From an optimization exercise on the open Yosys and OpenROAD flow, aimed at small area and a short achievable clock period; shortcuts taken in it are not production practice. RTL that was checked went through simulation tests only; none was proved equivalent to the original. Power figures rest on the tool's default switching activity, not on a simulated workload.

==> flow/design.v (excerpt) <==
module fc_layer (
    input  logic        clk,
    input  logic        rstn,
    input  logic        r_valid,
    input  logic [31:0] in_data,
    output logic        t_valid,
    output logic [31:0] out_data
);
clock: 8.0 ns
lec_check: 0
abc_clock_period_in_ps: 2500
cap_margin: 20
core_margin: 2
core_utilization: 40
cts_cluster_diameter: 100
cts_cluster_size: 20
slew_margin: 20
standard.sh (not shown) runs the stock make flow with config.mk's settings and CLKGATE_MAP_FILE= SYNTH_SCRIPT=/design/flow/synth_recipe.tcl, a recipe that flattens the netlist after the stock synthesis.
==> flow/flow/run.sh <==
#!/bin/bash
# Standard layout, with strong buffers on the ports, sizing free to change a
# cell's footprint, and timing repair aiming 5.4 ns past the 8 ns clock. The
# make output goes to flow_make.log here; each ORFS step keeps its own log
# under orfs/logs.
set -euo pipefail
bash standard.sh \
    BUFFER_PORTS_ARGS="-buffer_cell sky130_fd_sc_hd__buf_4" \
    MATCH_CELL_FOOTPRINT=0 \
    SETUP_SLACK_MARGIN=5.4 \
    finish > flow_make.log 2>&1
Change:
--- a/flow/design.v
+++ b/flow/design.v
@@ -890,29 +890,30 @@
     wire s720 = s719 ^ c714;
     always_ff @(posedge clk) begin
         acc_s <= {c717, c711, c700, c682, c664, c646, c628, c610, c592, c574, c556, c538, c520, c502, c484, c467, c452, s448, s436};
         acc_c <= {s720, s716, s710, s699, s681, s663, s645, s627, s609, s591, s573, s555, s537, s519, s501, s483, s466, s451, s439};
     end
     logic       fin1, sb1, fin2, sb2;
     logic [1:0] nid1, nid2;
     always_ff @(posedge clk or negedge rstn) begin
         if (!rstn) begin
             sb1     <= 1'b0;
             sb2     <= 1'b0;
+            t_valid <= 1'b0;
         end else begin
             sb1     <= sb0;
             sb2     <= sb1;
+            t_valid <= sb2;
         end
     end
     always_ff @(posedge clk) begin
-        t_valid <= sb2;
         keep1 <= !start0;
         fin1  <= fin0;
         nid1  <= nid0;
         fin2  <= fin1;
         nid2  <= nid1;
     end
     logic [18:0] tot;
     assign tot = acc_s + acc_c;
     logic signed [10:0] tot_hi;
     assign tot_hi = tot[18:8];
     logic signed [10:0] held_h [3];
Routed wire length goes down by about 1.2%. Die area is about the same. Clock-buffer cell count decreases by 1. Total power went down by 0.33%. Synthesized cell count does not change. Sequential power barely changes. Final cell count fell by 0.34%. Global-route usage drops by 0.12 points. Core utilization came out lower by 0.12 points. Setup slack is worse by 44 ps. Fmax goes down by about 1.7%. Design area barely changes. Combinational power decreases by about 0.7%.
No functional check of the RTL was part of any run of this note.

Another version of the RTL of fc_layer (not shown whole).
Size: roughly 390 flip-flops, roughly 68 I/O pins.
==> flow/config.mk <==
export PLATFORM = sky130hd
export DESIGN_NAME = fc_layer
export DESIGN_NICKNAME = fc_layer
export VERILOG_FILES = /design/flow/design.v
export SDC_FILE = /design/flow/constraint.sdc
export NUM_CORES = 4
export LEC_CHECK = 0
export CAP_MARGIN = 20
export CORE_MARGIN = 2
export CORE_UTILIZATION = 65
export CTS_CLUSTER_DIAMETER = 100
export CTS_CLUSTER_SIZE = 20
export SLEW_MARGIN = 20
==> flow/constraint.sdc <==
create_clock -name core_clock -period 8.0 [get_ports {clk}]
set_input_delay 1.6000 -clock core_clock [delete_from_list [all_inputs] [get_ports {clk}]]
set_output_delay 1.6000 -clock core_clock [all_outputs]
set_load 0.01 [all_outputs]
Scripts as last shown in full above: flow/flow/run.sh
The baseline finished with timing, DRC and antenna clean.
Rerun with:
--- a/flow/design.v
+++ b/flow/design.v
@@ -921,35 +921,36 @@
             if (fin2 && nid2 == 2'(j)) begin
                 held_h[j] <= tot_hi;
                 held_l[j] <= tot[7:0];
             end
         end
     end
     function automatic logic [7:0] sat(input logic signed [11:0] z);
         if (z > 12'sd127) sat = 8'h7f;
         else if (z < -12'sd128) sat = 8'h80;
         else sat = z[7:0];
     endfunction
-    logic [7:0] cand_dn [3];
-    logic [7:0] cand_eq [3];
-    logic [7:0] cand_up [3];
+    logic [7:0] res [3];
     logic [2:0] bias_co, bias_neg;
     for (genvar j = 0; j < 3; j++) begin : g_fin
         logic [8:0] lo_sum;
-        assign cand_dn[j] = sat({held_h[j][10], held_h[j]} - 12'd1);
-        assign cand_eq[j] = sat({held_h[j][10], held_h[j]});
-        assign cand_up[j] = sat({held_h[j][10], held_h[j]} + 12'd1);
-        assign lo_sum     = {1'b0, held_l[j]} + {1'b0, bias_b[j]};
+        logic [7:0] u;
+        logic       at_top, at_bot;
+        assign u      = sat({held_h[j][10], held_h[j]});
+        assign at_top = (held_h[j] > 11'sd126) || (held_h[j] < -11'sd128);
+        assign at_bot = (held_h[j] > 11'sd127) || (held_h[j] < -11'sd127);
+        assign lo_sum = {1'b0, held_l[j]} + {1'b0, bias_b[j]};
         always_ff @(posedge clk) begin
             if (sb0) begin
                 bias_co[j]  <= lo_sum[8];
                 bias_neg[j] <= bias_b[j][7];
             end
         end
+        assign res[j] = (bias_co[j] && !bias_neg[j] && !at_top) ? u + 8'd1 :
+                        (!bias_co[j] && bias_neg[j] && !at_bot) ? u - 8'd1 : u;
     end
     always_ff @(posedge clk) begin
         for (int j = 0; j < 3; j++)
-            out_data[31-8*j -: 8] <= bias_co[j] ? (bias_neg[j] ? cand_eq[j] : cand_up[j])
-                                                : (bias_neg[j] ? cand_dn[j] : cand_eq[j]);
+            out_data[31-8*j -: 8] <= res[j];
         out_data[7:0] <= (tot_hi > 11'sd127) ? 8'h7f : (tot_hi < -11'sd128) ? 8'h80 : tot_hi[7:0];
     end
 endmodule
After rerunning: Global-route usage went down by 1.9 points; combinational power rose by 12%; total power went up by 6.8%; routed wire length shrinks by 8.5%; fmax came out higher by 0.42%; die area drops by 4.0%; synthesized cell count fell by 7.7%; via count went down by 11%; clock skew goes down by 5.5 ps; non-clock buffer count is lower by 4.

fc_layer, a different RTL version from the one above (not shown whole).
Size: ~400 flip-flops.
Settings: LEC_CHECK=0, CAP_MARGIN=20, CORE_MARGIN=2, CORE_UTILIZATION=65, CTS_CLUSTER_DIAMETER=100, CTS_CLUSTER_SIZE=20, SLEW_MARGIN=20; clock period 8.0 ns.
Scripts as last shown in full above: flow/flow/run.sh
Next try:
--- a/flow/design.v
+++ b/flow/design.v
@@ -882,39 +882,37 @@
     wire s713 = x712 ^ c703;
     wire c714 = (acc_sk[17] & acc_ck[17]) | (c703 & x712);
     wire x715 = c706 ^ s713;
     wire s716 = x715 ^ c709;
     wire c717 = (c706 & s713) | (c709 & x715);
     wire x718 = 1'b1 ^ acc_sk[18];
     wire s719 = x718 ^ acc_ck[18];
     wire s720 = s719 ^ c714;
     always_ff @(posedge clk) begin
         acc_s <= {c717, c711, c700, c682, c664, c646, c628, c610, c592, c574, c556, c538, c520, c502, c484, c467, c452, s448, s436};
         acc_c <= {s720, s716, s710, s699, s681, s663, s645, s627, s609, s591, s573, s555, s537, s519, s501, s483, s466, s451, s439};
     end
-    logic       fin1, sb1, fin2, sb2, sb3;
+    logic       fin1, sb1, fin2, sb2;
     logic [1:0] nid1, nid2;
     always_ff @(posedge clk or negedge rstn) begin
         if (!rstn) begin
             sb1     <= 1'b0;
             sb2     <= 1'b0;
-            sb3     <= 1'b0;
         end else begin
             sb1     <= sb0;
             sb2     <= sb1;
-            sb3     <= sb2;
         end
     end
     always_ff @(posedge clk) begin
-        t_valid <= sb3;
+        t_valid <= sb2;
         keep1 <= !start0;
         fin1  <= fin0;
         nid1  <= nid0;
         fin2  <= fin1;
         nid2  <= nid1;
     end
     logic [18:0] tot;
     assign tot = acc_s + acc_c;
     logic signed [10:0] tot_hi;
     assign tot_hi = tot[18:8];
     logic signed [10:0] held_h [3];
     logic [7:0]         held_l [3];
@@ -922,38 +920,33 @@
         for (int j = 0; j < 3; j++) begin
             if (fin2 && nid2 == 2'(j)) begin
                 held_h[j] <= tot_hi;
                 held_l[j] <= tot[7:0];
             end
         end
     end
     function automatic logic [7:0] sat(input logic signed [11:0] z);
         if (z > 12'sd127) sat = 8'h7f;
         else if (z < -12'sd128) sat = 8'h80;
         else sat = z[7:0];
     endfunction
-    logic [7:0] cand_dn [3];
-    logic [7:0] cand_eq [3];
-    logic [7:0] cand_up [3];
     logic [2:0] bias_co, bias_neg;
+    logic [7:0] res [3];
     for (genvar j = 0; j < 3; j++) begin : g_fin
-        logic [8:0] lo_sum;
-        assign cand_dn[j] = sat({held_h[j][10], held_h[j]} - 12'd1);
-        assign cand_eq[j] = sat({held_h[j][10], held_h[j]});
-        assign cand_up[j] = sat({held_h[j][10], held_h[j]} + 12'd1);
-        assign lo_sum     = {1'b0, held_l[j]} + {1'b0, bias_b[j]};
+        logic [8:0]  lo_sum;
+        logic [11:0] z;
+        assign lo_sum = {1'b0, held_l[j]} + {1'b0, bias_b[j]};
         always_ff @(posedge clk) begin
             if (sb0) begin
                 bias_co[j]  <= lo_sum[8];
                 bias_neg[j] <= bias_b[j][7];
             end
         end
+        assign z      = {held_h[j][10], held_h[j]} + {{11{bias_neg[j] & ~bias_co[j]}}, bias_neg[j] ^ bias_co[j]};
+        assign res[j] = sat(z);
     end
-    logic signed [10:0] tot_hq;
-    always_ff @(posedge clk) tot_hq <= tot_hi;
     always_ff @(posedge clk) begin
         for (int j = 0; j < 3; j++)
-            out_data[31-8*j -: 8] <= bias_co[j] ? (bias_neg[j] ? cand_eq[j] : cand_up[j])
-                                                : (bias_neg[j] ? cand_dn[j] : cand_eq[j]);
-        out_data[7:0] <= (tot_hq > 11'sd127) ? 8'h7f : (tot_hq < -11'sd128) ? 8'h80 : tot_hq[7:0];
+            out_data[31-8*j -: 8] <= res[j];
+        out_data[7:0] <= sat({tot_hi[10], tot_hi});
     end
 endmodule
What happened: Synthesized area is lower by a few percent. Sequential cell count goes down by 12. Routed wire length went down by a few percent. Via count drops by a little under a tenth. Die area fell by a few percent.
No functional check of the RTL was part of any run of this note.

==> afterwards: timing with drivers on the ports <==
How much do the figures lean on ideal ports? The routed layouts below were timed once more, with nothing changed but the port constraints.
Step 1 assumes that a clkbuf_16 drives the clock port and a buf_2 every other input.
Step 2, shift: input delay + t, output delay - t, t = (earliest + latest rising clock arrival at the registers) / 2. This alone moves slack from input paths to output paths.
Three values: ideal ports, drivers, drivers and shift; two values: the first two.
run	shift t [ns]	setup slack, ns	worst register clock-pin slew, ns	pins driven straight from the clock port
the first run of note 1	0.607	5.371 / 5.332 / 5.075	0.09 / 0.09	1
the second run of note 1	0.617	5.327 / 5.269 / 5.106	0.09 / 0.09	1
the first run of note 2	0.600	5.401 / 5.348 / 4.889	0.10 / 0.10	1
the second run of note 2	0.593	5.412 / 5.358 / 4.983	0.09 / 0.09	1
the first run of note 3	0.605	5.399 / 5.342 / 4.942	0.09 / 0.09	1
the second run of note 3	0.594	5.000 / 5.000 / 5.000	0.09 / 0.09	1
After both steps every run listed still meets setup and hold. For the first run of note 2, which loses most, drivers alone change the setup slack by -0.053 ns; drivers and shift together by -0.512 ns.
